What follows belongs to an exercise in optimizing a design on an open flow for small area and a short achievable clock period; a production flow would make more cautious choices. The RTL was checked by simulation tests, not by an equivalence proof against the original design. Power is estimated from default activity; no workload was simulated.

==> design.v <==
module axis_frame_capture #(
  parameter int unsigned DATA_W = 32,
  parameter int unsigned DEPTH  = 64,
  parameter int unsigned ADDR_W = $clog2(DEPTH)
) (
  input  logic                       s_aclk,
  input  logic                       src_rst,
  input  logic [DATA_W-1:0]          s_axis_tdata,
  input  logic                       s_axis_tvalid,
  output logic                       s_axis_tready,
  input  logic                       s_axis_tlast,
  input  logic                       arm,
  output logic                       busy,
  output logic                       frame_done,
  output logic [ADDR_W:0]            frame_len,
  output logic                       overflow,
  output logic [DATA_W-1:0]          peak_abs,
  output logic [DATA_W+ADDR_W:0]     sum,
  input  logic [ADDR_W-1:0]          rd_addr,
  output logic [DATA_W-1:0]          rd_data
);
  localparam int unsigned SumW = DATA_W + ADDR_W + 1;
  typedef enum logic [1:0] {StIdle, StCapture, StDone} state_e;
  state_e              state_q, state_d;
  logic [ADDR_W:0]     frame_len_q, frame_len_d;
  logic                overflow_q, overflow_d;
  logic [DATA_W-1:0]   peak_abs_q, peak_abs_d;
  logic [SumW-1:0]     sum_q, sum_d;
  logic [DATA_W-1:0]   rd_data_q;
  logic                wr_en;
  logic                beat;
  logic [DATA_W-1:0]   sample_abs;
  logic [SumW-1:0]     sample_ext;
  logic [DATA_W-1:0]   mem [DEPTH];
  assign s_axis_tready = 1'b1;
  assign beat       = s_axis_tvalid && s_axis_tready;
  assign sample_abs = s_axis_tdata[DATA_W-1] ? -s_axis_tdata : s_axis_tdata;
  assign sample_ext = {{(ADDR_W+1){s_axis_tdata[DATA_W-1]}}, s_axis_tdata};
  always_comb begin
    state_d     = state_q;
    frame_len_d = frame_len_q;
    overflow_d  = overflow_q;
    peak_abs_d  = peak_abs_q;
    sum_d       = sum_q;
    wr_en       = 1'b0;
    unique case (state_q)
      StIdle, StDone: begin
        if (arm) begin
          state_d     = StCapture;
          frame_len_d = '0;
          overflow_d  = 1'b0;
          peak_abs_d  = '0;
          sum_d       = '0;
        end
      end
      StCapture: begin
        if (beat) begin
          if (!frame_len_q[ADDR_W]) begin
            wr_en       = 1'b1;
            frame_len_d = frame_len_q + (ADDR_W+1)'(1);
            sum_d       = sum_q + sample_ext;
            if (sample_abs > peak_abs_q) peak_abs_d = sample_abs;
          end else begin
            overflow_d = 1'b1;
          end
          if (s_axis_tlast) state_d = StDone;
        end
      end
      default: state_d = StIdle;
    endcase
  end
  always_ff @(posedge s_aclk) begin
    if (src_rst) begin
      state_q     <= StIdle;
      frame_len_q <= '0;
      overflow_q  <= 1'b0;
      peak_abs_q  <= '0;
      sum_q       <= '0;
    end else begin
      state_q     <= state_d;
      frame_len_q <= frame_len_d;
      overflow_q  <= overflow_d;
      peak_abs_q  <= peak_abs_d;
      sum_q       <= sum_d;
    end
  end
  always_ff @(posedge s_aclk) begin
    if (wr_en) mem[frame_len_q[ADDR_W-1:0]] <= s_axis_tdata;
  end
  always_ff @(posedge s_aclk) begin
    if (src_rst) rd_data_q <= '0;
    else         rd_data_q <= mem[rd_addr];
  end
  assign busy       = (state_q == StCapture);
  assign frame_done = (state_q == StDone);
  assign frame_len  = frame_len_q;
  assign overflow   = overflow_q;
  assign peak_abs   = peak_abs_q;
  assign sum        = sum_q;
  assign rd_data    = rd_data_q;
endmodule
==> run.sh <==
#!/bin/bash
# synth_recipe.tcl (not shown) runs the flow's synth.tcl, then flattens the netlist and writes it again
# the make line also repeats each setting of config.mk as NAME=value (left out here)
make -C /OpenROAD-flow-scripts/flow DESIGN_CONFIG=/design/flow/config.mk WORK_HOME=/design/flow/orfs CLKGATE_MAP_FILE= SYNTH_SCRIPT=/design/flow/synth_recipe.tcl finish
==> config.mk <==
export PLATFORM = sky130hd
export DESIGN_NAME = axis_frame_capture
export DESIGN_NICKNAME = axis_frame_capture
export VERILOG_FILES = /design/flow/design.v
export SDC_FILE = /design/flow/constraint.sdc
export NUM_CORES = 4
export LEC_CHECK = 0
export CAP_MARGIN = 20
export CORE_MARGIN = 2
export CORE_UTILIZATION = 40
export SLEW_MARGIN = 20
==> constraint.sdc <==
create_clock -name core_clock -period 5.0 [get_ports {s_aclk}]
set_input_delay 1.0000 -clock core_clock [delete_from_list [all_inputs] [get_ports {s_aclk}]]
set_output_delay 1.0000 -clock core_clock [all_outputs]
set_load 0.01 [all_outputs]
==> impl_metrics.ini, run 1 <==
[outcome]
status = no timing/DRC/antenna violations

[floorplanning]
die_x_um = 465.2
io_pins = 157
start_util = 0.4020
core_area_um2 = 211700
die_h_um = 465.2
dieArea_um2 = 216400
rows = 169

[job]
drv_cap = 0

[power_and_ir_drop]
switchingPower_mw = 8.221
clock_power_share = 0.417
power_density_nw_per_um2 = 381.9
ir_drop_mv = 0.3153
power_mw = 37.97
switching_share = 0.2165
p_comb_frac = 0.059
p_seq_frac = 0.524
leakage_nw = 31.12
internal-power_mw = 29.75

[synthesis]
ys_types = 64
synth_common_cells = edfxtp_1, mux4_2, nand2_1, nor2_1, clkbuf_1
avgSynthCellArea_um2 = 21.76
yosysTopAreaCellShare = 0.7228
synthTopCellsByArea = edfxtp_1, mux4_2, dfxtp_1
synthMostInstantiatedCell = edfxtp_1
synth_nets = 4026
yosys.area.top_type = edfxtp_1
async_flop_share = 0
synth.cell_area_um2 = 85080
ys_warn_count = 1
synth_edf_count = 2048
syn_inst = 3910
synth_seq_cells = 2161
synth_ff_type = edfxtp_1
yosysSeqAreaShare = 0.7494

[setup_path]
r2r_slack_ps = 1530
r2r_start = sum_q[0]
reg2reg_to = sum_q[38]
critPathKind = in2reg
arrival_ps = 5350
required_ps = 5740
crit_path_start_kind = input pin
cp_max_fo = 17
endpoint_kind = flop
rr_worst_depth = 11

[timing]
fin_skew_ps = 34.44
worst_pin_slew_ps = 1002
worst_slack_ps = 388.5
slew_violations = 0
max_freq_ghz = 0.2168
hold_violations = 0
finalSetupViolCount = 0
period_needed_ps = 4612
tns_ps = 0
fin_crit_sh = 0.9223
relSlewSlack = 0.3322
grt_setup_unrepaired = false

[place]
dpl.hpwl_mm = 135.1
place_congestion = 0.8418
dp.cells = 6927
port_buffers = 155
dp_slack_ps = -471.9

[global_routing]
antenna_found_initial = 25
grt_pass1_wl_mm = 322.5
grtUsageTotal = 0.2093
overflow = 0
grt_max_degree = 69
grt_pass1_vias = 42720

[finish]
area_growth_pct = 16.86
fin_nets = 4440
stdcell_count = 7335
layout-drive-gt1-share = 0.2948
post-route-util = 0.4697
fillers = 17230

[clock_network]
post_cts_buffers = 0
clockBufferDepth = 3
cts_root_buffer = clkbuf_16
cts.clk_slew.worst_paths_ps = 60
cts_sinks = 2161
cts_tree = built
numCtsBuffers = 216
clock_latency_ps = 860
cts_resized = 0
cts_hold_buf = 0
cts-htree-levels = 4

[detailed_routing]
vias = 42110
drcViolationCount = 0
avgViaCountPerCell = 5.741
finalWirelength_mm = 226.9
antenna_left = 0
dr.pass1.iters = 5
drt_iter0_markers = 4821
routedWlPerCell_um = 30.93

[worst_hold_path]
hp-class = in2reg
hold_start = src_rst
hold_depth = 2
hold_end = state_q[1]
layout by cell type, fill, tap and decap left out, drive strengths merged, types with 43 or more instances in the layout:
cell / instances
mux2i: 50
ha: 72
o21ai: 57
clkbuf: 277
inv: 56
xnor2: 46
nor2: 128
nand2: 129
edfxtp: 2048
clkinv: 88
nor2b: 43
a21oi: 62
buf: 282
clkdlybuf4s50: 116
dfxtp: 113
mux4: 655
sequential cells by signal, summed over array words and instances (netlist names):
register	cells
frame_len_q	7
mem	2048
overflow_q	1
peak_abs_q	32
rd_data_q	32
state_q	2
sum_q	39
critical path: stages:
cell	delay (ps)
buf_2	240
nor4_2	330
buf_4	260
nand3_1	160
or4_1	520
or2_2	330
o41ai_1	310
xnor2_1	200
ha_1	290
a21o_1	160
a21o_1	160
a21oi_1	150
nor2_1	70
a211oi_1	240
nor2_1	60
nor4bb_1	250
buf_4	160
a21oi_4	70
buf_12	170
mux2i_1	130
power by group through the flow:
stage / Clock, mW / Sequential [mW] / Combinational [mW]
2_1_floorplan: 0 / 20.3 / 1.20
3_3_place_gp: 0 / 20.3 / 2.23
3_5_place_dp: 0 / 20.3 / 2.25
5_1_grt: 16.8 / 19.9 / 2.39
6_report: 15.8 / 19.9 / 2.24
4_1_cts: 16.1 / 19.9 / 2.26
area by class of cell:
cell class                      count  area [um^2]  share of cell area
Antenna cell                        9        22.52           0.0002265
Clock buffer                      276         5779             0.05813
Clock inverter                    123         1111             0.01118
Inverter                           44        165.2            0.001661
Multi-Input combinational cell   1502        20830              0.2095
Sequential cell                  2161        63760              0.6413
Tap cell                         2821         3530             0.03550
Timing Repair Buffer              399         4223             0.04247
cells by family after synthesis:
| logic type | share of synthesized area |
|---|---|
| flops | 0.7494 |
| mux | 0.1793 |
| simple gates | 0.02160 |
| compound gates | 0.02063 |
| buf+inv | 0.01174 |
| fa+ha+maj | 0.01082 |
| xor+xnor | 0.006485 |
| other cells | 0.00004408 |
routing by layer:
| metal | track usage | vias to the layer above | wire [um] |
|---|---|---|---|
| li1 | - | 17340 | - |
| met1 | 0.2961 | 22820 | 95670 |
| met2 | 0.3391 | 1649 | 109900 |
| met3 | 0.03339 | 294 | 15610 |
| met4 | 0.05593 | 8 | 5666 |
| met5 | 0 | - | 46 |
worst max path at each step:
stage	from	end	slack, ps	depth (start not counted)
floorplan	s_axis_tdata[20]	peak_abs_q[10]	150	14
global placement	s_axis_tdata[8]	peak_abs_q[25]	-470	20
detailed placement	s_axis_tdata[8]	peak_abs_q[24]	-470	20
CTS	s_axis_tdata[8]	peak_abs_q[30]	410	20
global route	s_axis_tdata[8]	peak_abs_q[12]	160	20
finish	s_axis_tdata[8]	peak_abs_q[30]	390	20
metrics by stage:
| step | cell area, um^2 | hold WS, ps |
|---|---|---|
| floorplan | 85080 | 491.0 |
| global placement | 92510 | 466.4 |
| detailed placement | 92510 | 469.0 |
| CTS | 99400 | 367.6 |
| global route | 99410 | 422.5 |
| finish | 99420 | 443.8 |
==> run 2: changes to the inputs <==
==> design.v (replaced) <==
module axis_frame_capture #(
  parameter int unsigned DATA_W = 32,
  parameter int unsigned DEPTH  = 64,
  parameter int unsigned ADDR_W = $clog2(DEPTH)
) (
  input  logic                       s_aclk,
  input  logic                       src_rst,
  input  logic [DATA_W-1:0]          s_axis_tdata,
  input  logic                       s_axis_tvalid,
  output logic                       s_axis_tready,
  input  logic                       s_axis_tlast,
  input  logic                       arm,
  output logic                       busy,
  output logic                       frame_done,
  output logic [ADDR_W:0]            frame_len,
  output logic                       overflow,
  output logic [DATA_W-1:0]          peak_abs,
  output logic [DATA_W+ADDR_W:0]     sum,
  input  logic [ADDR_W-1:0]          rd_addr,
  output logic [DATA_W-1:0]          rd_data
);
  localparam int unsigned SumW = DATA_W + ADDR_W + 1;
  logic                busy_q, done_q;
  logic [ADDR_W:0]     frame_len_q;
  logic                overflow_q;
  logic [DATA_W-1:0]   peak_abs_q;
  logic [SumW-1:0]     sum_q;
  logic [DATA_W-1:0]   rd_data_q;
  logic                start, beat, store;
  logic                sgn;
  logic [DATA_W-1:0]   mag_m;      
  logic [DATA_W-1:0]   sample_abs;
  logic                abs_gt;
  logic [DATA_W:0]     cmp_sum;
  logic [DATA_W-1:0]   mem [DEPTH];
  assign s_axis_tready = 1'b1;
  assign start = !busy_q && arm;
  assign beat  = busy_q && s_axis_tvalid;
  assign store = beat && !frame_len_q[ADDR_W];
  assign sgn        = s_axis_tdata[DATA_W-1];
  assign mag_m      = s_axis_tdata ^ {DATA_W{sgn}};
  assign sample_abs = mag_m + DATA_W'(sgn);
  assign cmp_sum    = {1'b0, mag_m} + {1'b0, ~peak_abs_q} + (DATA_W+1)'(sgn);
  assign abs_gt     = cmp_sum[DATA_W];
  always_ff @(posedge s_aclk) begin
    if (src_rst) begin
      busy_q      <= 1'b0;
      done_q      <= 1'b0;
      frame_len_q <= '0;
      overflow_q  <= 1'b0;
      peak_abs_q  <= '0;
      sum_q       <= '0;
    end else if (start) begin
      busy_q      <= 1'b1;
      done_q      <= 1'b0;
      frame_len_q <= '0;
      overflow_q  <= 1'b0;
      peak_abs_q  <= '0;
      sum_q       <= '0;
    end else if (beat) begin
      if (s_axis_tlast) begin
        busy_q <= 1'b0;
        done_q <= 1'b1;
      end
      if (store) begin
        frame_len_q <= frame_len_q + (ADDR_W+1)'(1);
        sum_q       <= sum_q + {{(ADDR_W+1){sgn}}, s_axis_tdata};
        if (abs_gt) peak_abs_q <= sample_abs;
      end else begin
        overflow_q <= 1'b1;
      end
    end
  end
  always_ff @(posedge s_aclk) begin
    if (store) mem[frame_len_q[ADDR_W-1:0]] <= s_axis_tdata;
  end
  logic [DEPTH-1:0]  rd_sel;
  logic [DATA_W-1:0] rd_mux;
  always_comb begin
    rd_mux = '0;
    for (int i = 0; i < DEPTH; i++) begin
      rd_sel[i] = (rd_addr == ADDR_W'(i));
      rd_mux = rd_mux | (mem[i] & {DATA_W{rd_sel[i]}});
    end
  end
  always_ff @(posedge s_aclk) begin
    if (src_rst) rd_data_q <= '0;
    else         rd_data_q <= rd_mux;
  end
  assign busy       = busy_q;
  assign frame_done = done_q;
  assign frame_len  = frame_len_q;
  assign overflow   = overflow_q;
  assign peak_abs   = peak_abs_q;
  assign sum        = sum_q;
  assign rd_data    = rd_data_q;
endmodule
==> impl_metrics.ini, run 2 <==
[setup_path]
critPathKind = in2reg
arrival_ps = 4570
crit_buf_inv = 2
crit_cells = 10
startpoint = rd_addr[3]
crit_slowest_cell = clkdlybuf4s50_1
crit_path_start_kind = input pin
reg2reg_to = sum_q[32]
worstSetupEndpoint = rd_data_q[28]
path_cells = clkdlybuf4s50_1 > nor2b_1 > nand3_1 > nor2_4 > buf_4 > a22o_1 > a221oi_1 > nand4_1 > nor3_1 > a21oi_1
cp_top_family = simple AND/OR/NAND/NOR gates
cp_max_fo = 16
required_ps = 5670
cp_slowest_stage_delay_ps = 650
r2r_start = sum_q[0]
endpoint_kind = flop
rr_worst_depth = 13
r2r_slack_ps = 1580

[timing]
finalSetupViolCount = 0
fin_crit_sh = 0.7816
slew_violations = 0
grt_setup_unrepaired = false
worst_pin_slew_ps = 1181
fin_skew_ps = 60.46
hold_violations = 0
whs_ps = 482.0
relSlewSlack = 0.2111
max_freq_ghz = 0.2559
period_needed_ps = 3908
tns_ps = 0

[detailed_routing]
drcViolationCount = 0
avgViaCountPerCell = 6.852
finalWirelength_mm = 345.6
antenna_left = 0
routedWlPerCell_um = 43.49
vias = 54460
drt_iter0_markers = 11720
dr.pass1.iters = 6

[floorplanning]
io_pins = 157
core_area_um2 = 199900
die_h_um = 452.4
start_util = 0.4023
rows = 164
dieArea_um2 = 204600
die_x_um = 452.4

[finish]
post-route-util = 0.4794
layout-drive-gt1-share = 0.1570
stdcell_count = 7947
final_common_cell = edfxtp_1
area_growth_pct = 19.16
final_cell_mix = edfxtp_1, a22oi_1, a22o_1, a221oi_1, buf_4
largest_reg_flops = 2048
fin_nets = 5216

[synthesis]
synth_common_cells = edfxtp_1, a22oi_1, a221oi_1, a22o_1, nor2_1
yosys.area.top_type = edfxtp_1
synth_seq_cells = 2161
yosysTopAreaCellShare = 0.7648
synth_edf_count = 2048
synthTopCellsByArea = edfxtp_1, a22oi_1, a221oi_1
synthMostInstantiatedCell = edfxtp_1
yosysSeqAreaShare = 0.7930
avgSynthCellArea_um2 = 17.30
async_flop_share = 0
synth_nets = 4764
synth_ff_type = edfxtp_1
ys_warn_count = 1
syn_inst = 4649
ys_types = 73
synth.cell_area_um2 = 80410

[worst_hold_path]
hp-class = reg2reg

[place]
dp.cells = 7547
place_congestion = 0.8930
port_buffers = 155
dpl.hpwl_mm = 197.2

[clock_network]
cts_hold_buf = 0
cts_tree = built
clock_latency_ps = 860
cts_root_buffer = clkbuf_16
cts.clk_slew.worst_paths_ps = 60
numCtsBuffers = 208
post_cts_buffers = 0
clockBufferDepth = 3
cts_sinks = 2161
cts-htree-levels = 4
cts_resized = 0

[power_and_ir_drop]
power_density_nw_per_um2 = 390.3
power_mw = 37.40
ir_drop_mv = 0.3432
leakage_nw = 30.15

[global_routing]
antenna_found_initial = 11
grtUsageTotal = 0.3315
grt_pass1_vias = 50420
grt_max_degree = 74
grt_pass1_wl_mm = 454.9
overflow = 0

[job]
drv_cap = 0

[outcome]
status = no timing/DRC/antenna violations
[run 2: metal layers]
layer	vias up	part of all wire	track usage
met1	27540	0.34	0.4291
met5	-	0.0013	0.01119
met2	5463	0.43	0.4951
met4	18	0.073	0.1898
met3	1156	0.16	0.1002
li1	20280	-	-
[run 2: cell families (layout without fill, tap and decap cells)]
| kind of cell | Yosys count | in the layout | synth area share |
|---|---|---|---|
| flip-flops | 2161 | 2161 | 0.7930 |
| AO/OA/AOI/OAI | 1295 | 1295 | 0.1257 |
| AND/OR/NAND/NOR | 713 | 713 | 0.04400 |
| buffers and inverters | 305 | 943 | 0.01467 |
| XOR/XNOR | 90 | 90 | 0.009803 |
| adder cells (fa/ha/maj) | 72 | 72 | 0.01130 |
| multiplexers | 12 | 12 | 0.001494 |
| other | 1 | 5 | 0.00004664 |
[run 2: report_power, final]
group / switching (mW) / total, mW / internal (mW)
Sequential: 0.0688 / 19.9 / 19.8
Clock: 7.03 / 16.1 / 9.03
Combinational: 1.01 / 1.43 / 0.417
Total: 8.10 / 37.4 / 29.3
[run 2: worst min-delay path by stage]
| stage | startpoint | endpoint | slack [ps] | cells after the start |
|---|---|---|---|---|
| 2_1_floorplan | peak_abs_q[0] | peak_abs_q[0] | 490 | 2 |
| 3_3_place_gp | sum_q[0] | sum_q[0] | 460 | 2 |
| 3_5_place_dp | done_q | done_q | 470 | 2 |
| 4_1_cts | src_rst | busy_q | 440 | 2 |
| 5_1_grt | src_rst | rd_data_q[31] | 470 | 2 |
| 6_report | sum_q[29] | sum_q[29] | 480 | 2 |
[run 2: area by class of cell]
type                    instances  area (um^2)
diodes                          4        10.01
clock buffers                 287         5684
clock inverters               109         1224
fillers                     16720       104000
inverters                      54        202.7
multi-input cells            2183        16450
flip-flops and latches       2161        63760
well taps                    2656         3323
repair buffers                493         5160
[run 2: worst min-delay path: cells and delay by family, from the launching register on]
kind            cells  cell delay, ps
flops               1             330
simple gates        1              60
compound gates      1              50
[run 2: per-stage QoR]
step | area, um^2 | worst slack, ps
global route | 95810 | 1004
finish | 95820 | 1092
floorplan | 80410 | 623.1
detailed placement | 88900 | 376.3
global placement | 88850 | 257.6
CTS | 95800 | 1234
==> run 3: changes to the inputs <==
--- a/design.v
+++ b/design.v
@@ -74,19 +74,38 @@
   always_ff @(posedge s_aclk) begin
     if (store) mem[frame_len_q[ADDR_W-1:0]] <= s_axis_tdata;
   end
+  logic [7:0]        rd_hi, rd_lo;
   logic [DEPTH-1:0]  rd_sel;
   logic [DATA_W-1:0] rd_mux;
+  logic [DATA_W-1:0] rd_g  [22];
+  logic [DATA_W-1:0] rd_n4 [6];
   always_comb begin
-    rd_mux = '0;
-    for (int i = 0; i < DEPTH; i++) begin
-      rd_sel[i] = (rd_addr == ADDR_W'(i));
-      rd_mux = rd_mux | (mem[i] & {DATA_W{rd_sel[i]}});
+    for (int i = 0; i < 8; i++) begin
+      rd_hi[i] = !src_rst && (rd_addr[5:3] == 3'(i));
+      rd_lo[i] = (rd_addr[2:0] == 3'(i));
+    end
+    for (int i = 0; i < DEPTH; i++) rd_sel[i] = rd_hi[i/8] && rd_lo[i%8];
+  end
+  for (genvar g = 0; g < 21; g++) begin : g_aoi
+    for (genvar b = 0; b < DATA_W; b++) begin : g_bit
+      axis_capture_aoi222 u_aoi (
+        .a0(mem[3*g][b]),   .s0(rd_sel[3*g]),
+        .a1(mem[3*g+1][b]), .s1(rd_sel[3*g+1]),
+        .a2(mem[3*g+2][b]), .s2(rd_sel[3*g+2]),
+        .y (rd_g[g][b])
+      );
     end
   end
-  always_ff @(posedge s_aclk) begin
-    if (src_rst) rd_data_q <= '0;
-    else         rd_data_q <= rd_mux;
+  assign rd_g[21] = ~(mem[63] & {DATA_W{rd_sel[63]}});
+  always_comb begin
+    for (int n = 0; n < 6; n++) begin
+      rd_n4[n] = '1;
+      for (int k = 0; k < 4; k++)
+        if (4*n + k < 22) rd_n4[n] = rd_n4[n] & rd_g[4*n+k];
+    end
+    rd_mux = ~(rd_n4[0] & rd_n4[1] & rd_n4[2]) | ~(rd_n4[3] & rd_n4[4] & rd_n4[5]);
   end
+  always_ff @(posedge s_aclk) rd_data_q <= rd_mux;
   assign busy       = busy_q;
   assign frame_done = done_q;
   assign frame_len  = frame_len_q;
@@ -95,3 +114,9 @@
   assign sum        = sum_q;
   assign rd_data    = rd_data_q;
 endmodule
+module axis_capture_aoi222 (
+  input  logic a0, s0, a1, s1, a2, s2,
+  output logic y
+);
+  assign y = ~((a0 & s0) | (a1 & s1) | (a2 & s2));
+endmodule
==> flow/run.sh (new file) <==
#!/bin/bash
# Standard layout, but ports get a plain buffer instead of the slow default port buffer.
set -euo pipefail
export BUFFER_PORTS_ARGS="-buffer_cell sky130_fd_sc_hd__buf_2"
bash standard.sh > standard.log 2>&1
==> standard.sh (new file) <==
#!/bin/bash
# synth_recipe.tcl (not shown) runs the flow's synth.tcl, then flattens the netlist and writes it again
# the make line also repeats each setting of config.mk as NAME=value (left out here)
make -C /OpenROAD-flow-scripts/flow DESIGN_CONFIG=/design/flow/config.mk WORK_HOME=/design/flow/orfs CLKGATE_MAP_FILE= SYNTH_SCRIPT=/design/flow/synth_recipe.tcl "${@:-finish}"
--- a/config.mk
+++ b/config.mk
@@ -7,5 +7,10 @@
 export LEC_CHECK = 0
 export CAP_MARGIN = 20
 export CORE_MARGIN = 2
-export CORE_UTILIZATION = 40
+export CORE_UTILIZATION = 55
+export CTS_CLUSTER_DIAMETER = 60
+export CTS_CLUSTER_SIZE = 20
+export SETUP_SLACK_MARGIN = 2.5
 export SLEW_MARGIN = 20
+export SYNTH_HIERARCHICAL = 1
+export SYNTH_MINIMUM_KEEP_SIZE = 0
removed: run.sh
==> impl_metrics.ini, run 3 <==
[outcome]
status = no timing/DRC/antenna violations

[finish]
fin_area_um2 = 95820
area_growth_pct = 22.68
largest_reg_flops = 2048
fillers = 9426
post-route-util = 0.6784
layout-drive-gt1-share = 0.2820
fin_nets = 5164
final_cell_mix = edfxtp_1, a222oi_1, buf_4, nand2_1
final_common_cell = edfxtp_1

[place]
postPlaceCellArea_um2 = 84760
place_congestion = 0.9006
port_buffers = 155
dpl.hpwl_mm = 154.0
dp_slack_ps = 509.3

[synthesis]
yosysTopAreaCellShare = 0.7874
avgSynthCellArea_um2 = 18.92
synthAdderAreaFrac = 0.01163
ys_types = 70
synth.cell_area_um2 = 78100
synthMostInstantiatedCell = edfxtp_1
synthSimpleGateAreaFrac = 0.04880
synth_nets = 4243
synth_compound_area_frac = 0.1074
synth_edf_count = 2048
synth_common_cells = edfxtp_1, a222oi_1, nor2_1, nand2_1, nand4_1
yosys.area.top_type = edfxtp_1
async_flop_share = 0
ys_warn_count = 11
yosysSeqAreaShare = 0.8164
synthTopCellsByArea = edfxtp_1, a222oi_1, dfxtp_1
synth-xor-area-share = 0.009756
synth_seq_cells = 2161
synth_top_family_by_area = compound AO/OA/AOI/OAI gates
synthMuxAreaShare = 0.0006408
synth_ff_type = edfxtp_1
syn_inst = 4128

[detailed_routing]
avgViaCountPerCell = 7.023
drcViolationCount = 0
vias = 49440
drt_iter0_markers = 9782
routedWlPerCell_um = 37.69
antenna_left = 0
dr.pass1.iters = 13
finalWirelength_mm = 265.4

[timing]
whs_ps = 393.9
period_needed_ps = 3102
max_freq_ghz = 0.3224
slew_violations = 0
worst_slack_ps = 1898
worst_pin_slew_ps = 1025
fin_skew_ps = 24.66
fin_crit_sh = 0.6203
finalSetupViolCount = 0
grt_setup_unrepaired = true
relSlewSlack = 0.3158
tns_ps = 0
hold_violations = 0

[clock_network]
cts_hold_buf = 0
cts_sinks = 2161
cts_root_buffer = clkbuf_16
cts.clk_slew.worst_paths_ps = 80
clock_latency_ps = 820
cts-htree-levels = 4
cts_tree = built
numCtsBuffers = 146
clockBufferDepth = 3

[setup_path]
required_ps = 5680
reg2reg_to = sum_q[34]
endpoint_kind = flop
cp_max_fo = 7
arrival_ps = 3780
crit_path_start_kind = input pin
r2r_start = sum_q[0]
critPathKind = in2reg
r2r_slack_ps = 2060
rr_worst_depth = 15

[power_and_ir_drop]
ir_drop_mv = 0.3166
power_density_nw_per_um2 = 355.1
internal-power_mw = 26.61
leakage_nw = 31.48
switchingPower_mw = 7.412
switching_share = 0.2178
p_seq_frac = 0.585
p_comb_frac = 0.052
clock_power_share = 0.364

[global_routing]
antenna_found_initial = 7
grt_pass1_wl_mm = 361.5
grt_max_degree = 69
overflow = 0
grtUsageTotal = 0.3583
grt_pass1_vias = 45810

[floorplanning]
dieArea_um2 = 145000
rows = 138
die_h_um = 380.8
start_util = 0.5530
io_pins = 157
core_area_um2 = 141200
die_x_um = 380.8

[job]
drv_cap = 0

[worst_hold_path]
hold_start = s_axis_tlast
hold_depth = 2
hp-class = in2reg
hold_end = busy_q
## run 3: changes by cell type after synthesis, moves of 53 or more
| cell | change |
|---|---|
| a22oi_1 | -505 |
| a221oi_1 | -260 |
| a22o_1 | -260 |
| nor3_1 | -53 |
| nand2_1 | +72 |
| clkbuf_1 | -150 |
| a222oi_1 | +672 |
## run 3: per-module statistics from Yosys (local to each module, per instance)
module,copies in the design,flip-flops and latches,cells
axis_frame_capture,1,2161,3456
axis_capture_aoi222,672,0,1
## run 3: worst max path at each step
stage | from | end | slack [ps] | cells after the start
3_5_place_dp | rd_addr[1] | rd_data_q[4] | 510 | 8
2_1_floorplan | s_axis_tdata[31] | peak_abs_q[31] | 1400 | 16
3_3_place_gp | rd_addr[1] | rd_data_q[20] | 530 | 7
5_1_grt | sum_q[0] | sum_q[38] | 1930 | 13
6_report | rd_addr[5] | rd_data_q[4] | 1900 | 11
4_1_cts | s_axis_tdata[30] | sum_q[38] | 2090 | 11
## run 3: metrics by stage
step | power [mW] | instances
2_1_floorplan | 20.81 | 4128
3_3_place_gp | 21.63 | 6384
3_5_place_dp | 21.65 | 6384
4_1_cts | 33.97 | 6946
5_1_grt | 34.77 | 7039
6_report | 34.02 | 7040
## run 3: layout make-up
class,count,area (um^2),share of cell area
Sequential cell,2161,63820,0.6660
Multi-Input combinational cell,1895,17050,0.1780
Timing Repair Buffer,798,7701,0.08037
Clock buffer,184,4018,0.04193
Tap cell,1890,2365,0.02468
Clock inverter,64,684.4,0.007143
Inverter,47,176.4,0.001841
Antenna cell,1,2.502,0.00002612
## run 3: timing repair
item | CTS | global route
resized for setup | 455 | 130
gates cloned | 39 | 6
setup buffers | 275 | 87
endpoints found under the setup margin | 1916 | 131
pin swaps | 237 | 158
## run 3: power groups by stage
stage	registers, mW	clock network [mW]	logic (mW)
after detailed placement	20.3	0	1.34
after global routing	19.9	13.1	1.82
after CTS	19.9	12.4	1.63
after global placement	20.3	0	1.32
final	19.9	12.4	1.75
after floorplan	20.3	0	0.509
## run 3: critical path, stage by stage
cell      delay [ps]
buf_8            100
nor2b_4          150
nand2_2          100
buf_12           120
buf_6            110
nor2_4            50
buf_12           150
a222oi_1         430
nand4_1          760
nor4_4           610
nand3_1          170
## run 3: logic make-up (layout without fill, tap and decap cells)
kind of cell,count (synthesis),count (layout)
flip-flops,2161,2161
AO/OA/AOI/OAI,919,919
AND/OR/NAND/NOR,776,811
buffers and inverters,107,1093
XOR/XNOR,87,87
adder cells (fa/ha/maj),72,72
multiplexers,5,5
other,1,2
## run 3: metal layers
metal / GRT usage / vias up / share of wire
met2: 0.5347 / 3429 / 0.45
met3: 0.09222 / 490 / 0.13
met4: 0.1442 / 6 / 0.046
met5: 0 / - / 0.00011
met1: 0.5083 / 25370 / 0.37
li1: - / 20150 / -
==> run 4: changes to the inputs <==
==> flow/run.sh (replaced) <==
#!/bin/bash
# Standard layout, but ports get a plain buffer instead of the slow default port buffer.
set -euo pipefail
export BUFFER_PORTS_ARGS="-buffer_cell sky130_fd_sc_hd__buf_4"
bash standard.sh > standard.log 2>&1
==> impl_metrics.ini, run 4 <==
[outcome]
status = no timing/DRC/antenna violations

[timing]
period_needed_ps = 3050
hold_violations = 0
grt_setup_unrepaired = true
finalSetupViolCount = 0
relSlewSlack = 0.3101
max_freq_ghz = 0.3279
slew_violations = 0
fin_crit_sh = 0.6100
fin_skew_ps = 43.19
worst_slack_ps = 1950
worst_pin_slew_ps = 1034

[setup_path]
r2r_slack_ps = 1970
critPathKind = in2reg
crit_path_start_kind = input pin
cp_max_fo = 5
worstSetupEndpoint = sum_q[38]
r2r_start = sum_q[0]
arrival_ps = 3750
required_ps = 5700
startpoint = s_axis_tdata[0]
endpoint_kind = flop
reg2reg_to = sum_q[38]
rr_worst_depth = 14

[floorplanning]
io_pins = 157
core_area_um2 = 141200
rows = 138
dieArea_um2 = 145000
die_x_um = 380.8
start_util = 0.5530
die_h_um = 380.8

[place]
dp_slack_ps = 277.6
place_congestion = 0.8787
dpl.hpwl_mm = 153.8
port_buffers = 155
postPlaceCellArea_um2 = 84980
dp.cells = 6369

[finish]
stdcell_count = 6944
layout-drive-gt1-share = 0.2641
final_cell_mix = edfxtp_1, a222oi_1, buf_4, nand2_1, nand4_1
post-route-util = 0.6743
largest_reg_flops = 2048
area_growth_pct = 21.93
fin_nets = 5069
fin_area_um2 = 95240
final_common_cell = edfxtp_1

[global_routing]
grt_pass1_wl_mm = 366.1
antenna_found_initial = 23
grt_pass1_vias = 46280
overflow = 0
grt_max_degree = 69
grtUsageTotal = 0.3636

[detailed_routing]
routedWlPerCell_um = 38.59
antenna_left = 0
finalWirelength_mm = 268.0
dr.pass1.iters = 13
drt_iter0_markers = 10470
avgViaCountPerCell = 7.127
vias = 49490
drcViolationCount = 0

[clock_network]
numCtsBuffers = 146
cts_sinks = 2161
cts_tree = built
cts_hold_buf = 0
clockBufferDepth = 3
clock_latency_ps = 810
cts-htree-levels = 4
cts_root_buffer = clkbuf_16
cts.clk_slew.worst_paths_ps = 70

[synthesis]
yosys.area.top_type = edfxtp_1
avgSynthCellArea_um2 = 18.92
syn_inst = 4128
synth.cell_area_um2 = 78100
synth_seq_cells = 2161
synth_nets = 4243
synthMostInstantiatedCell = edfxtp_1
synth_edf_count = 2048
synth_common_cells = edfxtp_1, a222oi_1, nor2_1, nand2_1, nand4_1
ys_types = 70
synth_ff_type = edfxtp_1
yosysSeqAreaShare = 0.8164
synthTopCellsByArea = edfxtp_1, a222oi_1, dfxtp_1
ys_warn_count = 11
yosysTopAreaCellShare = 0.7874
async_flop_share = 0

[worst_hold_path]
hp-class = in2reg

[power_and_ir_drop]
ir_drop_mv = 0.3457
leakage_nw = 31.09
power_mw = 33.83
power_density_nw_per_um2 = 355.2

[job]
drv_cap = 0
## run 4: changes by cell type in the layout (fill, tap and decap cells not counted), moves of 12 or more
cell     before  now
buf_6       113   72
buf_12       89   77
o21ai_0       9   26
buf_4       439  513
buf_8        28   16
buf_2       117    0
## run 4: area by class of cell
type	count	area (um^2)
Tap cell	1890	2365
Timing Repair Buffer	711	7417
Clock buffer	185	4009
Multi-Input combinational cell	1887	16870
Inverter	47	176.4
Sequential cell	2161	63800
Antenna cell	6	15.01
Fill cell	9563	46010
Clock inverter	57	578.1
## run 4: cell families after synthesis
logic type,after synthesis,synth area share
xor gates and xnor gates,87,0.009756
and+or+nand+nor,776,0.04880
AOI/OAI and AO/OA,919,0.1074
DFF,2161,0.8164
buffers and inverters,107,0.005367
other,1,0.00004801
muxes,5,0.0006408
adders and majority gates,72,0.01163
## run 4: modules after synthesis, one instance, submodules excluded
module / times used / flip-flops and latches / cells inside / cell area, um^2
axis_frame_capture: 1 / 2161 / 3456 / 71380
axis_capture_aoi222: 672 / 0 / 1 / 10.01
## run 4: how the worst min path moves through the flow
stage / to / slack [ps] / start / cells after the start
after floorplan: rd_data_q[0] / 430 / mem[63][0] / 2
after global placement: rd_data_q[24] / 440 / mem[63][24] / 2
after detailed placement: rd_data_q[20] / 440 / mem[63][20] / 2
after CTS: busy_q / 350 / src_rst / 2
after global routing: busy_q / 390 / src_rst / 2
final: busy_q / 400 / src_rst / 2
## run 4: report_power, final
part           leakage [nW]  switching, mW  internal, mW
combinational          9.52           1.15         0.553
sequential             19.3         0.0851          19.8
clock                  2.23           6.14          6.08
total                  31.1           7.38          26.5
## run 4: repair_timing
item	CTS	global route
gates resized for setup	389	97
buffers inserted	212	60
setup endpoints to repair	1862	220
pin swaps	241	93
cloned	51	4
hold endpoints to repair	0	0
## run 4: critical path, stage by stage
cell and delay [ps]:
buf_8 120, ha_4 140, inv_2 30, fa_2 360, nor2b_4 150, o31ai_4 80
a21oi_4 200, a31oi_4 120, o41ai_4 320, a311oi_4 140, buf_6 160, o41ai_4 360
nand4b_1 130, o211ai_1 190, mux2i_1 230
## run 4: through the flow
stage	hold slack, ps	TNS (ps)
after CTS	351.0	0
final	399.6	0
after global routing	385.3	0
after detailed placement	437.3	0
after global placement	436.1	-199.0
after floorplan	431.3	0
## run 4: per-layer routing
layer,part of all wire,global-route usage
met1,0.37,0.5268
met2,0.44,0.5324
met3,0.14,0.1007
met4,0.041,0.1316
met5,0.00021,0
==> run 5: changes to the inputs <==
==> flow/run.sh (replaced) <==
#!/bin/bash
# Standard layout, but ports get a plain buffer instead of the slow default port buffer.
set -euo pipefail
export BUFFER_PORTS_ARGS="-buffer_cell sky130_fd_sc_hd__buf_2"
bash standard.sh > standard.log 2>&1
--- a/config.mk
+++ b/config.mk
@@ -7,10 +7,12 @@
 export LEC_CHECK = 0
 export CAP_MARGIN = 20
 export CORE_MARGIN = 2
-export CORE_UTILIZATION = 55
-export CTS_CLUSTER_DIAMETER = 60
-export CTS_CLUSTER_SIZE = 20
-export SETUP_SLACK_MARGIN = 2.5
+export CORE_UTILIZATION = 65
+export CTS_BUF_LIST = sky130_fd_sc_hd__clkbuf_16
+export CTS_CLUSTER_DIAMETER = 100
+export CTS_CLUSTER_SIZE = 30
+export PLACE_DENSITY = 0.75
+export SETUP_SLACK_MARGIN = 2.0
 export SLEW_MARGIN = 20
 export SYNTH_HIERARCHICAL = 1
 export SYNTH_MINIMUM_KEEP_SIZE = 0
==> impl_metrics.ini, run 5 <==
[global_routing]
use_met3 = 0.1212
grtUsageTotal = 0.3806
grt_pass1_vias = 43970
grt_max_degree = 69
overflow = 0
busiest_layer = met2
met1_usage = 0.5286
grtUsageMet2 = 0.5609
antenna_found_initial = 24
grt_pass1_wl_mm = 325.9

[floorplanning]
dieArea_um2 = 123000
die_h_um = 350.6
core_area_um2 = 119500
rows = 127
die_x_um = 350.6
start_util = 0.6536
io_pins = 157

[synthesis]
ys_warn_count = 11
synth_nets = 4243
async_flop_share = 0
synth-xor-area-share = 0.009756
synth_edf_count = 2048
synth.cell_area_um2 = 78100
synthTopCellsByArea = edfxtp_1, a222oi_1, dfxtp_1
ys_types = 70
synth_compound_area_frac = 0.1074
synth_ff_type = edfxtp_1
synth_seq_cells = 2161
synthMuxAreaShare = 0.0006408
yosysTopAreaCellShare = 0.7874
yosys.area.top_type = edfxtp_1
synth_top_family_by_area = compound AO/OA/AOI/OAI gates
synthAdderAreaFrac = 0.01163
synthSimpleGateAreaFrac = 0.04880
synth_common_cells = edfxtp_1, a222oi_1, nor2_1, nand2_1, nand4_1
avgSynthCellArea_um2 = 18.92
syn_inst = 4128
synthMostInstantiatedCell = edfxtp_1
yosysSeqAreaShare = 0.8164

[detailed_routing]
dr.pass1.iters = 14
routedWlPerCell_um = 37.70
vias = 47540
antenna_left = 0
avgViaCountPerCell = 7.559
drcViolationCount = 0
finalWirelength_mm = 237.1
drt_iter0_markers = 11320

[finish]
post-route-util = 0.7332
area_growth_pct = 12.17
fin_nets = 4743
final_cell_mix = edfxtp_1, a222oi_1, buf_4, nand2_1, nand4_1
fillers = 7089
final_common_cell = edfxtp_1
largest_reg_flops = 2048
layout-drive-gt1-share = 0.1777

[timing]
tns_ps = 0
slew_violations = 0
grt_setup_unrepaired = true
fin_crit_sh = 0.6343
fin_skew_ps = 40.36
worst_pin_slew_ps = 1138
hold_violations = 0
period_needed_ps = 3172
relSlewSlack = 0.2395
finalSetupViolCount = 0
max_freq_ghz = 0.3153

[setup_path]
crit_cells = 9
rr_worst_depth = 3
path_cells = clkbuf_4 > nor2b_2 > nand2_4 > nor2_4 > buf_4 > a222oi_1 > nand4_1 > nor4_2 > nand3_1
arrival_ps = 3730
cp_max_fo = 26
crit_path_start_kind = input pin
crit_slowest_cell = nand4_1
required_ps = 5560
cp_top_family = simple AND/OR/NAND/NOR gates
cp_slowest_stage_delay_ps = 560
critPathKind = in2reg
crit_buf_inv = 2
endpoint_kind = flop

[power_and_ir_drop]
leakage_nw = 27.94
power_density_nw_per_um2 = 338.0
ir_drop_mv = 0.2518

[clock_network]
clockBufferDepth = 3
cts_tree = built
cts.clk_slew.worst_paths_ps = 110
cts-htree-levels = 3
numCtsBuffers = 83
clock_latency_ps = 730
cts_sinks = 2161
cts_hold_buf = 0
cts_root_buffer = clkbuf_16

[job]
drv_cap = 0

[place]
port_buffers = 155
place_congestion = 0.9364
dpl.hpwl_mm = 144.9

[outcome]
status = no timing/DRC/antenna violations

[worst_hold_path]
hold_depth = 2
hp-class = reg2reg
run 5: cell counts after synthesis:
Identical to the previous run, type by type.
run 5: per-layer routing:
layer  routed length [um]  vias up
li1                     -    19150
met1                77640    23680
met2               105600     4217
met3                41760      481
met4                12070       12
met5                   73        -
run 5: power breakdown:
part	switching [mW]	internal [mW]	total [mW]
logic	1.04	0.388	1.42
clock network	5.15	3.12	8.27
registers	0.0900	19.8	19.9
total	6.28	23.3	29.6
run 5: what timing repair did:
action | in CTS | in global routing
pin swaps | 25 | 61
gates resized for setup | 95 | 112
cloned | 9 | 6
buffers inserted | 25 | 54
endpoints found under the setup margin | 754 | 396
run 5: path summary, 6_finish.rpt:
kind,slack [ps],to,from
worst max-delay path,1830,rd_data_q[6],rd_addr[5]
worst min-delay path,470,rd_data_q[31],mem[63][31]
worst max register to register,1870,mem[21][1],frame_len_q[2]
worst min register to register,470,rd_data_q[31],mem[63][31]
run 5: final cells by class:
| type | instances | area, um^2 | share of cell area |
|---|---|---|---|
| sequential | 2161 | 63760 | 0.7278 |
| timing repair buffer | 461 | 3649 | 0.04165 |
| antenna | 5 | 12.51 | 0.0001428 |
| clock inverter | 45 | 241.5 | 0.002756 |
| multi-input combinational | 1874 | 15650 | 0.1786 |
| clock buffer | 84 | 2102 | 0.02399 |
| tap | 1612 | 2017 | 0.02302 |
| inverter | 47 | 176.4 | 0.002014 |
run 5: Yosys stat by module, one instance, submodules excluded:
module,cells,copies in the design
axis_frame_capture,3456,1
axis_capture_aoi222,1,672
run 5: stage by stage:
stage / std cells / setup WS, ps / hold slack [ps] / power, mW / cell area (um^2)
after floorplan: 4128 / 1403 / 431.3 / 20.79 / 79190
after global placement: 6053 / 381.4 / 433.7 / 21.55 / 83430
after detailed placement: 6056 / 427.5 / 445.3 / 21.58 / 83500
after CTS: 6219 / 1845 / 468.8 / 29.46 / 86520
after global routing: 6286 / 1912 / 489.8 / 30.18 / 87600
final: 6289 / 1828 / 469.9 / 29.61 / 87610
run 5: logic make-up after synthesis:
kind of cell,Yosys count
compound gates,919
xor+xnor,87
buf+inv,107
other cells,1
fa+ha+maj,72
simple gates,776
flops,2161
mux,5
run 5: worst min-delay path: stages, from the launching register on:
cell,delay (ps)
edfxtp_1,340
nand2_1,50
nand3_1,70
==> run 6: changes to the inputs <==
--- a/design.v
+++ b/design.v
@@ -26,49 +26,57 @@
   logic [DATA_W-1:0]   peak_abs_q;
   logic [SumW-1:0]     sum_q;
   logic [DATA_W-1:0]   rd_data_q;
-  logic                start, beat, store;
+  logic                start, beat, store, clr;
   logic                sgn;
-  logic [DATA_W-1:0]   mag_m;      
   logic [DATA_W-1:0]   sample_abs;
-  logic                abs_gt;
-  logic [DATA_W:0]     cmp_sum;
+  logic                gt_pos, gt_neg, abs_gt;
+  logic [DATA_W:0]     lo_sum;
+  logic [ADDR_W:0]     hi_q, hi_inc, hi_dec, hi_d;
   logic [DATA_W-1:0]   mem [DEPTH];
   assign s_axis_tready = 1'b1;
   assign start = !busy_q && arm;
+  assign clr   = src_rst || start;
   assign beat  = busy_q && s_axis_tvalid;
   assign store = beat && !frame_len_q[ADDR_W];
   assign sgn        = s_axis_tdata[DATA_W-1];
-  assign mag_m      = s_axis_tdata ^ {DATA_W{sgn}};
-  assign sample_abs = mag_m + DATA_W'(sgn);
-  assign cmp_sum    = {1'b0, mag_m} + {1'b0, ~peak_abs_q} + (DATA_W+1)'(sgn);
-  assign abs_gt     = cmp_sum[DATA_W];
+  assign gt_pos     = s_axis_tdata > peak_abs_q;
+  assign gt_neg     = ~s_axis_tdata >= peak_abs_q;
+  assign abs_gt     = sgn ? gt_neg : gt_pos;
+  assign sample_abs = sgn ? (~s_axis_tdata + DATA_W'(1)) : s_axis_tdata;
+  assign lo_sum = {1'b0, sum_q[DATA_W-1:0]} + {1'b0, s_axis_tdata};
+  assign hi_q   = sum_q[SumW-1:DATA_W];
+  assign hi_inc = hi_q + (ADDR_W+1)'(1);
+  assign hi_dec = hi_q - (ADDR_W+1)'(1);
+  logic sel_inc, sel_dec, sel_keep;
+  assign sel_inc  = lo_sum[DATA_W] && !sgn;
+  assign sel_dec  = !lo_sum[DATA_W] && sgn;
+  assign sel_keep = lo_sum[DATA_W] == sgn;
+  assign hi_d = ({(ADDR_W+1){sel_inc}} & hi_inc) | ({(ADDR_W+1){sel_dec}} & hi_dec) |
+                ({(ADDR_W+1){sel_keep}} & hi_q);
   always_ff @(posedge s_aclk) begin
-    if (src_rst) begin
-      busy_q      <= 1'b0;
-      done_q      <= 1'b0;
+    if (clr) begin
       frame_len_q <= '0;
       overflow_q  <= 1'b0;
       peak_abs_q  <= '0;
       sum_q       <= '0;
+    end else if (store) begin
+      frame_len_q <= frame_len_q + (ADDR_W+1)'(1);
+      sum_q       <= {hi_d, lo_sum[DATA_W-1:0]};
+      if (abs_gt) peak_abs_q <= sample_abs;
+    end else if (beat) begin
+      overflow_q <= 1'b1;
+    end
+  end
+  always_ff @(posedge s_aclk) begin
+    if (src_rst) begin
+      busy_q <= 1'b0;
+      done_q <= 1'b0;
     end else if (start) begin
-      busy_q      <= 1'b1;
-      done_q      <= 1'b0;
-      frame_len_q <= '0;
-      overflow_q  <= 1'b0;
-      peak_abs_q  <= '0;
-      sum_q       <= '0;
-    end else if (beat) begin
-      if (s_axis_tlast) begin
-        busy_q <= 1'b0;
-        done_q <= 1'b1;
-      end
-      if (store) begin
-        frame_len_q <= frame_len_q + (ADDR_W+1)'(1);
-        sum_q       <= sum_q + {{(ADDR_W+1){sgn}}, s_axis_tdata};
-        if (abs_gt) peak_abs_q <= sample_abs;
-      end else begin
-        overflow_q <= 1'b1;
-      end
+      busy_q <= 1'b1;
+      done_q <= 1'b0;
+    end else if (beat && s_axis_tlast) begin
+      busy_q <= 1'b0;
+      done_q <= 1'b1;
     end
   end
   always_ff @(posedge s_aclk) begin
==> flow/run.sh (replaced) <==
#!/bin/bash
# Standard layout, but ports get a plain buffer instead of the slow default port buffer,
# and synthesis leaves adders to ABC instead of extracting half/full-adder cells.
set -euo pipefail
export BUFFER_PORTS_ARGS="-buffer_cell sky130_fd_sc_hd__buf_2"
bash standard.sh ADDER_MAP_FILE= finish > standard.log 2>&1
==> impl_metrics.ini, run 6 <==
[outcome]
status = no timing/DRC/antenna violations

[clock_network]
clockBufferDepth = 3
cts_root_buffer = clkbuf_16
cts_tree = built
cts-htree-levels = 3
cts_sinks = 2161
numCtsBuffers = 83
clock_latency_ps = 730
cts.clk_slew.worst_paths_ps = 110

[finish]
final_common_cell = edfxtp_1
largest_reg_flops = 2048
fin_nets = 4661
fin_area_um2 = 87490
final_cell_mix = edfxtp_1, a222oi_1, buf_4, nand2_1, nand4_1
post-route-util = 0.7390
layout-drive-gt1-share = 0.1820
area_growth_pct = 12.33

[global_routing]
grt_pass1_wl_mm = 316.0
grt_max_degree = 76
overflow = 0
grtUsageTotal = 0.3697
grt_pass1_vias = 43200
antenna_found_initial = 16

[power_and_ir_drop]
power_density_nw_per_um2 = 337.7
p_seq_frac = 0.674
p_comb_frac = 0.043
ir_drop_mv = 0.2898
internal-power_mw = 23.35
leakage_nw = 27.69
power_mw = 29.54
switching_share = 0.2098
switchingPower_mw = 6.198
clock_power_share = 0.283

[timing]
hold_violations = 0
worst_pin_slew_ps = 1146
fin_skew_ps = 28.57
grt_setup_unrepaired = true
slew_violations = 0
relSlewSlack = 0.2361
tns_ps = 0
finalSetupViolCount = 0
max_freq_ghz = 0.2996
period_needed_ps = 3338
fin_crit_sh = 0.6676

[floorplanning]
die_x_um = 350.2
rows = 126
start_util = 0.6578
core_area_um2 = 118400
dieArea_um2 = 122600
io_pins = 157
die_h_um = 350.2

[synthesis]
yosysSeqAreaShare = 0.8187
synthMostInstantiatedCell = edfxtp_1
syn_inst = 4141
yosysTopAreaCellShare = 0.7896
synth_seq_cells = 2161
synth_common_cells = edfxtp_1, a222oi_1, nor2_1, nand2_1, nand4_1
synth_nets = 4184
synthTopCellsByArea = edfxtp_1, a222oi_1, dfxtp_1
avgSynthCellArea_um2 = 18.81
synth.cell_area_um2 = 77880
ys_warn_count = 11
synth_ff_type = edfxtp_1
yosys.area.top_type = edfxtp_1
synth_edf_count = 2048
async_flop_share = 0
ys_types = 80

[detailed_routing]
drcViolationCount = 0
antenna_left = 0
avgViaCountPerCell = 7.519
finalWirelength_mm = 229.7
drt_iter0_markers = 11240
routedWlPerCell_um = 36.63
dr.pass1.iters = 14
vias = 47150

[setup_path]
required_ps = 5650
r2r_slack_ps = 1910
crit_path_start_kind = input pin
arrival_ps = 3990
rr_worst_depth = 10
startpoint = s_axis_tdata[10]
reg2reg_to = sum_q[33]
worstSetupEndpoint = peak_abs_q[31]
critPathKind = in2reg
cp_max_fo = 25
r2r_start = sum_q[9]
endpoint_kind = flop

[place]
postPlaceCellArea_um2 = 83150
port_buffers = 155
dpl.hpwl_mm = 136.8
place_congestion = 0.8787

[job]
drv_cap = 0

[worst_hold_path]
hp-class = reg2reg
run 6: cell count changes after synthesis, sizes merged, moves of 19 or more:
cell and change:
a211oi +24, a21o -24, a21oi -53, ha -71, maj3 +33, nand2 -19, nand3 -26, nand4 -19
nor2 +48, o21ai +26, or3 +26, xor2 +30
run 6: cell type report:
type | instances | area [um^2]
antenna | 5 | 12.51
clock buffer | 85 | 2127
clock inverter | 47 | 266.5
fill | 6845 | 30900
inverter | 34 | 127.6
multi-input combinational | 1875 | 15210
sequential | 2161 | 63770
tap | 1600 | 2002
timing repair buffer | 463 | 3973
run 6: stage by stage:
stage                     instances  hold slack (ps)  worst slack [ps]
after floorplan                4141            431.3              1129
after CTS                      6200            462.3              1682
after global placement         6019            437.6             684.3
after global routing           6265            490.9              1561
after detailed placement       6021            442.6             667.8
final                          6270            472.6              1662
run 6: kinds of logic after synthesis:
family,count (synthesis),share of synthesized area
other,1,0.00004815
AOI/OAI and AO/OA,910,0.1065
adders and majority gates,33,0.004241
muxes,2,0.0002570
and+or+nand+nor,796,0.05068
DFF,2161,0.8187
buffers and inverters,118,0.006072
xor gates and xnor gates,120,0.01349
run 6: power by group through the flow:
stage               registers (mW)  logic, mW  clock network, mW
floorplan                     20.3      0.420                  0
global placement              20.3       1.08                  0
detailed placement            20.3       1.11                  0
CTS                           19.9       1.17               8.31
global route                  19.9       1.33               8.86
finish                        19.9       1.28               8.35
run 6: per-module statistics from Yosys, one instance, submodules excluded:
module | area [um^2] | cells inside | flops+latches
axis_capture_aoi222 | 10.01 | 1 | 0
axis_frame_capture | 71160 | 3469 | 2161
run 6: worst min-delay path by stage:
stage,slack [ps],cells after the start,from,to
global placement,440,2,mem[63][14],rd_data_q[14]
floorplan,430,2,mem[63][0],rd_data_q[0]
CTS,460,2,s_axis_tlast,busy_q
finish,470,2,mem[63][7],rd_data_q[7]
global route,490,2,mem[63][17],rd_data_q[17]
detailed placement,440,2,mem[63][10],rd_data_q[10]
run 6: layer usage:
metal	wire length, um	vias up	global-route usage
met3	39280	408	0.1094
met5	78	-	0
met2	101200	4058	0.5389
met1	78220	23510	0.5293
li1	-	19160	-
met4	10900	12	0.1553
run 6: timing repair:
item                       CTS  global route
buffers inserted            33            56
gates cloned                14             6
hold buffers                 0             0
gates resized for setup     99           113
setup endpoints to repair  323           201
hold endpoints to repair     0             0
pin swaps                   44            75
run 6: critical path, cell delays in order:
cell and delay (ps):
buf_2 160, buf_4 260, or4_1 530, nor4_4 250, nand3b_4 120, or3_4 390, or3_4 350, or4b_4 520
nor3b_4 220, a21oi_2 80, nor2_1 110
==> run 7: changes to the inputs <==
--- a/design.v
+++ b/design.v
@@ -22,6 +22,7 @@
   localparam int unsigned SumW = DATA_W + ADDR_W + 1;
   logic                busy_q, done_q;
   logic [ADDR_W:0]     frame_len_q;
+  logic [ADDR_W-1:0]   wr_ptr_q;      
   logic                overflow_q;
   logic [DATA_W-1:0]   peak_abs_q;
   logic [SumW-1:0]     sum_q;
@@ -45,22 +46,21 @@
   assign sample_abs = sgn ? (~s_axis_tdata + DATA_W'(1)) : s_axis_tdata;
   assign lo_sum = {1'b0, sum_q[DATA_W-1:0]} + {1'b0, s_axis_tdata};
   assign hi_q   = sum_q[SumW-1:DATA_W];
-  assign hi_inc = hi_q + (ADDR_W+1)'(1);
-  assign hi_dec = hi_q - (ADDR_W+1)'(1);
-  logic sel_inc, sel_dec, sel_keep;
-  assign sel_inc  = lo_sum[DATA_W] && !sgn;
-  assign sel_dec  = !lo_sum[DATA_W] && sgn;
-  assign sel_keep = lo_sum[DATA_W] == sgn;
-  assign hi_d = ({(ADDR_W+1){sel_inc}} & hi_inc) | ({(ADDR_W+1){sel_dec}} & hi_dec) |
-                ({(ADDR_W+1){sel_keep}} & hi_q);
+  axis_capture_incdec #(.W(ADDR_W+1)) u_incdec (.x(hi_q), .inc(hi_inc), .dec(hi_dec));
+  logic [ADDR_W:0] hi_c1, hi_c0;
+  assign hi_c1 = sgn ? hi_q : hi_inc;
+  assign hi_c0 = sgn ? hi_dec : hi_q;
+  assign hi_d  = lo_sum[DATA_W] ? hi_c1 : hi_c0;
   always_ff @(posedge s_aclk) begin
     if (clr) begin
       frame_len_q <= '0;
+      wr_ptr_q    <= '0;
       overflow_q  <= 1'b0;
       peak_abs_q  <= '0;
       sum_q       <= '0;
     end else if (store) begin
       frame_len_q <= frame_len_q + (ADDR_W+1)'(1);
+      wr_ptr_q    <= wr_ptr_q + ADDR_W'(1);
       sum_q       <= {hi_d, lo_sum[DATA_W-1:0]};
       if (abs_gt) peak_abs_q <= sample_abs;
     end else if (beat) begin
@@ -80,7 +80,7 @@
     end
   end
   always_ff @(posedge s_aclk) begin
-    if (store) mem[frame_len_q[ADDR_W-1:0]] <= s_axis_tdata;
+    if (store) mem[wr_ptr_q] <= s_axis_tdata;
   end
   logic [7:0]        rd_hi, rd_lo;
   logic [DEPTH-1:0]  rd_sel;
@@ -128,3 +128,13 @@
 );
   assign y = ~((a0 & s0) | (a1 & s1) | (a2 & s2));
 endmodule
+module axis_capture_incdec #(
+  parameter int unsigned W = 7
+) (
+  input  logic [W-1:0] x,
+  output logic [W-1:0] inc,
+  output logic [W-1:0] dec
+);
+  assign inc = x + W'(1);
+  assign dec = x - W'(1);
+endmodule
==> impl_metrics.ini, run 7 <==
[synthesis]
synth_common_cells = edfxtp_1, a222oi_1, nor2_1, nand2_1, nand4_1
synth_compound_area_frac = 0.1054
ys_types = 68
yosysTopAreaCellShare = 0.7866
async_flop_share = 0
synthMostInstantiatedCell = edfxtp_1
ys_warn_count = 11
syn_inst = 4192
avgSynthCellArea_um2 = 18.65
synthSimpleGateAreaFrac = 0.05238
synth_top_family_by_area = compound AO/OA/AOI/OAI gates
synth_seq_cells = 2167
synth_nets = 4235
synth-xor-area-share = 0.01445
synth.cell_area_um2 = 78190
synthMuxAreaShare = 0.0002560
synth_ff_type = edfxtp_1
synthAdderAreaFrac = 0.003585
synth_edf_count = 2048
yosys.area.top_type = edfxtp_1
synthTopCellsByArea = edfxtp_1, a222oi_1, dfxtp_1
yosysSeqAreaShare = 0.8170

[setup_path]
reg2reg_to = sum_q[37]
r2r_start = sum_q[7]
path_cells = buf_12 > or4_4 > or4_4 > nor4_4 > nand2_2 > or4_4 > or4_4 > nand2b_4 > o21ai_2 > xnor2_1 > o31ai_2
crit_slowest_cell = or4_4
worstSetupEndpoint = peak_abs_q[30]
cp_max_fo = 5
startpoint = s_axis_tdata[0]
crit_path_start_kind = input pin
arrival_ps = 4030
critPathKind = in2reg
path_common_cell = or4_4
endpoint_kind = flop
cp_slowest_stage_delay_ps = 550
r2r_slack_ps = 1710
rr_worst_depth = 11
required_ps = 5550

[timing]
fin_crit_sh = 0.6955
fin_skew_ps = 45.73
grt_setup_unrepaired = true
hold_violations = 0
tns_ps = 0
worst_pin_slew_ps = 1152
finalSetupViolCount = 0
worst_slack_ps = 1523
relSlewSlack = 0.2309
period_needed_ps = 3477
slew_violations = 0
max_freq_ghz = 0.2876

[place]
dp_slack_ps = 535.3
port_buffers = 155
dpl.hpwl_mm = 140.0
dp.cells = 6097
place_congestion = 0.9221

[floorplanning]
start_util = 0.6534
die_x_um = 350.8
dieArea_um2 = 123100
core_area_um2 = 119700
die_h_um = 350.8
rows = 127
io_pins = 157

[finish]
layout-drive-gt1-share = 0.1902
stdcell_count = 6388
area_growth_pct = 12.89
final_common_cell = edfxtp_1
fillers = 6851
final_cell_mix = edfxtp_1, a222oi_1, buf_4, nand2_1, nand4_1
fin_nets = 4758
largest_reg_flops = 2048

[clock_network]
clockBufferDepth = 3
cts_sinks = 2167
cts-htree-levels = 3
cts_hold_buf = 0
cts_tree = built
numCtsBuffers = 84
cts_root_buffer = clkbuf_16
cts.clk_slew.worst_paths_ps = 100
clock_latency_ps = 730

[detailed_routing]
drt_iter0_markers = 11750
drcViolationCount = 0
avgViaCountPerCell = 7.596
finalWirelength_mm = 237.3
vias = 48520
highest_layer = met5
wl_met1_mm = 77.74
dr_wl_met2_mm = 104.1
routedWlPerCell_um = 37.15
antenna_left = 0
dr.pass1.iters = 14
dr_wl_met3_mm = 43.07

[worst_hold_path]
hold_depth = 2
hp-class = reg2reg

[global_routing]
grtUsageTotal = 0.3787
grt_max_degree = 81
grt_pass1_wl_mm = 326.3
grt_pass1_vias = 44740
overflow = 0
antenna_found_initial = 20

[outcome]
status = no timing/DRC/antenna violations

[power_and_ir_drop]
ir_drop_mv = 0.3196
power_density_nw_per_um2 = 338.2
leakage_nw = 27.93

[job]
drv_cap = 0
-- run 7: cell types whose count changed in the layout (fill, tap and decap cells not counted), sizes merged, moves of 9 or more --
cell    before  now
nor4        43   52
a211oi      34   20
o31ai        8   30
xor2        77   58
buf        452  504
nor3        12   37
xnor2       43   71
or3         36   21
inv         77   90
a21oi       45   32
nand3       82  110
-- run 7: critical path, delay by kind of cell --
family / cells / cell delay [ps]
XOR/XNOR: 1 / 150
AND/OR/NAND/NOR: 7 / 2530
AO/OA/AOI/OAI: 2 / 210
buffers and inverters: 1 / 120
-- run 7: metrics by stage --
stage | power (mW) | instance area (um^2) | hold slack (ps) | utilization
3_5_place_dp | 21.50 | 83390 | 442.2 | 0.6969
4_1_cts | 29.70 | 87240 | 465.5 | 0.7291
3_3_place_gp | 21.46 | 83390 | 435.0 | 0.6969
5_1_grt | 30.41 | 88240 | 496.2 | 0.7375
2_1_floorplan | 20.78 | 79230 | 431.3 | -
6_report | 29.85 | 88270 | 468.1 | 0.7377
-- run 7: where the power goes --
part	internal, mW	switching [mW]
registers	19.9	0.117
clock network	3.32	5.24
logic	0.343	0.954
-- run 7: routing by layer --
metal,vias to the layer above,track usage
met1,23960,0.5288
li1,19420,-
met5,-,0
met2,4630,0.5511
met4,4,0.1648
met3,510,0.1274
-- run 7: area by class of cell --
| type | count | area (um^2) | area share |
|---|---|---|---|
| Clock inverter | 47 | 312.8 | 0.003544 |
| Clock buffer | 88 | 2202 | 0.02495 |
| Sequential cell | 2167 | 63890 | 0.7239 |
| Timing Repair Buffer | 508 | 4056 | 0.04596 |
| Multi-Input combinational cell | 1903 | 15560 | 0.1763 |
| Tap cell | 1612 | 2017 | 0.02285 |
| Antenna cell | 12 | 30.03 | 0.0003402 |
| Inverter | 51 | 191.4 | 0.002169 |
-- run 7: cells by family (layout without fill, tap and decap cells) --
| kind of cell | Yosys count | count (layout) |
|---|---|---|
| other | 1 | 13 |
| AND/OR/NAND/NOR | 831 | 846 |
| AO/OA/AOI/OAI | 897 | 897 |
| multiplexers | 2 | 2 |
| buffers and inverters | 137 | 694 |
| adder cells (fa/ha/maj) | 28 | 28 |
| flip-flops | 2167 | 2167 |
| XOR/XNOR | 129 | 129 |
-- run 7: timing repair --
item                                    CTS  global route
setup buffers                            65            56
pin swaps                                47            44
endpoints found under the setup margin  240           165
cloned                                   13             7
gates resized for setup                 145            74
endpoints found under the hold margin     0             0
-- run 7: how the worst min path moves through the flow --
stage                            from       endpoint  slack (ps)
final                     mem[63][12]  rd_data_q[12]         470
after global routing      mem[63][12]  rd_data_q[12]         500
after CTS                 mem[63][18]  rd_data_q[18]         470
after detailed placement  mem[63][12]  rd_data_q[12]         440
after global placement     mem[63][5]   rd_data_q[5]         430
after floorplan            mem[63][0]   rd_data_q[0]         430
-- run 7: Yosys stat by module, one instance, submodules excluded, excerpt --
module               copies in the design  cells inside  area, um^2  flops+latches
axis_frame_capture                      1          3494       71260           2167
axis_capture_aoi222                   672             1       10.01              0
==> run 8: changes to the inputs <==
==> flow/run.sh (replaced) <==
#!/bin/bash
# Standard layout, but ports get a plain buffer instead of the slow default port buffer.
set -euo pipefail
export BUFFER_PORTS_ARGS="-buffer_cell sky130_fd_sc_hd__buf_2"
bash standard.sh > standard.log 2>&1
==> impl_metrics.ini, run 8 <==
[detailed_routing]
antenna_left = 0
dr.pass1.iters = 14
drcViolationCount = 0
avgViaCountPerCell = 7.518
routedWlPerCell_um = 37.34
vias = 48580

[synthesis]
ys_warn_count = 11
syn_inst = 4202
yosysSeqAreaShare = 0.8118
synth_ff_type = edfxtp_1
yosysTopAreaCellShare = 0.7815
synthTopCellsByArea = edfxtp_1, a222oi_1, dfxtp_1
async_flop_share = 0
synth_nets = 4347
yosys.area.top_type = edfxtp_1
synth_edf_count = 2048
synth.cell_area_um2 = 78690
synth_common_cells = edfxtp_1, a222oi_1, nor2_1, nand2_1, nand4_1

[timing]
grt_setup_unrepaired = true
fin_skew_ps = 45.65
hold_violations = 0
tns_ps = 0
slew_violations = 0
whs_ps = 472.5
worst_slack_ps = 1887

[worst_hold_path]
hp-class = reg2reg

[global_routing]
grt_max_degree = 66
overflow = 0
grt_pass1_vias = 45460
grt_pass1_wl_mm = 332.2
antenna_found_initial = 17

[finish]
post-route-util = 0.7444
fin_nets = 4928
stdcell_count = 6462
final_common_cell = edfxtp_1
largest_reg_flops = 2048

[power_and_ir_drop]
power_density_nw_per_um2 = 334.9
ir_drop_mv = 0.2656
leakage_nw = 28.79

[clock_network]
cts_sinks = 2167
cts_hold_buf = 0
numCtsBuffers = 84
cts_root_buffer = clkbuf_16
cts.clk_slew.worst_paths_ps = 110
cts-htree-levels = 3
clock_latency_ps = 730
cts_tree = built

[setup_path]
endpoint_kind = flop
crit_buf_inv = 3
arrival_ps = 3680
cp_top_family = simple AND/OR/NAND/NOR gates
cp_slowest_stage_delay_ps = 660
crit_path_start_kind = input pin
critPathKind = in2reg
path_cells = buf_8 > nor2_2 > nand3_2 > buf_4 > nor2_2 > buf_4 > a222oi_1 > nand2_1 > nor4_1 > nand3_1
crit_slowest_cell = a222oi_1

[floorplanning]
io_pins = 157
start_util = 0.6559
die_x_um = 351.9
die_h_um = 351.9
core_area_um2 = 120000
rows = 127
dieArea_um2 = 123900

[job]
drv_cap = 0

[outcome]
status = no timing/DRC/antenna violations

[place]
port_buffers = 155
dpl.hpwl_mm = 149.9
dp.cells = 6196
place_congestion = 0.9431
==> run 8: changes by cell type after synthesis, sizes merged, moves of 28 or more <==
cell    delta
clkbuf    -35
ha       +101
inv       +33
maj3      -28
xor2      -41
a21oi     +40
==> run 8: through the flow <==
step | cell area, um^2 | total power [mW]
2_1_floorplan | 79820 | 20.81
3_3_place_gp | 84570 | 21.62
3_5_place_dp | 84730 | 21.65
4_1_cts | 88260 | 29.74
5_1_grt | 89290 | 30.45
6_report | 89300 | 29.91
==> run 8: routing by layer <==
metal / routed length (um) / up-vias / share of wire / GRT usage
met2: 106400 / 4310 / 0.44 / 0.5546
met5: 36 / - / 0.00015 / 0.0003846
met3: 39730 / 618 / 0.16 / 0.1079
met1: 78530 / 24070 / 0.33 / 0.5157
li1: - / 19580 / - / -
met4: 16650 / 6 / 0.069 / 0.2237
==> run 8: worst paths after layout <==
path,startpoint,end,slack [ps],cells after the start
worst max-delay path,src_rst,rd_data_q[6],1890,10
worst min-delay path,mem[63][16],rd_data_q[16],470,2
worst max register to register,busy_q,mem[21][22],1950,5
worst min register to register,mem[63][16],rd_data_q[16],470,2
==> run 8: power by group <==
group / switching [mW] / total, mW / internal, mW
Sequential: 0.0726 / 19.9 / 19.9
Combinational: 1.08 / 1.49 / 0.414
Clock: 5.22 / 8.47 / 3.24
==> run 8: kinds of logic (layout without fill, tap and decap cells) <==
| kind of cell | Yosys count | count (layout) | synth area share |
|---|---|---|---|
| mux | 3 | 3 | 0.0003816 |
| simple gates | 813 | 822 | 0.05012 |
| buf+inv | 137 | 765 | 0.006837 |
| fa+ha+maj | 102 | 102 | 0.01631 |
| flops | 2167 | 2167 | 0.8118 |
| xor+xnor | 65 | 65 | 0.007234 |
| compound gates | 914 | 915 | 0.1073 |
| other cells | 1 | 11 | 0.00004765 |
==> run 8: area by class of cell <==
| cell class | instances | area (um^2) |
|---|---|---|
| diodes | 10 | 25.02 |
| clock inverters | 56 | 284.0 |
| flip-flops and latches | 2167 | 63880 |
| well taps | 1612 | 2017 |
| repair buffers | 538 | 4437 |
| multi-input cells | 1908 | 16150 |
| clock buffers | 87 | 2177 |
| inverters | 84 | 332.8 |
| fillers | 6838 | 30670 |
==> run 8: worst min-delay path: stages, from the launching register on <==
cell	delay, ps
edfxtp_1	340
nand2_1	40
nand3_1	70
==> run 8: per-module statistics from Yosys (local to each module, per instance), a selection <==
module               flops+latches  area (um^2)
axis_frame_capture            2167        71770
axis_capture_aoi222              0        10.01
==> run 8: what timing repair did <==
| item | in CTS | in global routing |
|---|---|---|
| buffers inserted | 45 | 50 |
| endpoints found under the hold margin | 0 | 0 |
| endpoints found under the setup margin | 242 | 203 |
| pin swaps | 37 | 65 |
| cloned | 7 | 10 |
| gates resized for setup | 117 | 105 |

Re-timed with assumed drivers on the ports (clkbuf_16 on the clock, buf_2 on other inputs), run 8 has 1.919 ns of setup slack against 1.887 ns with ideal ports, and 1.128 ns once port delays also move by the mid clock arrival of 0.791 ns.
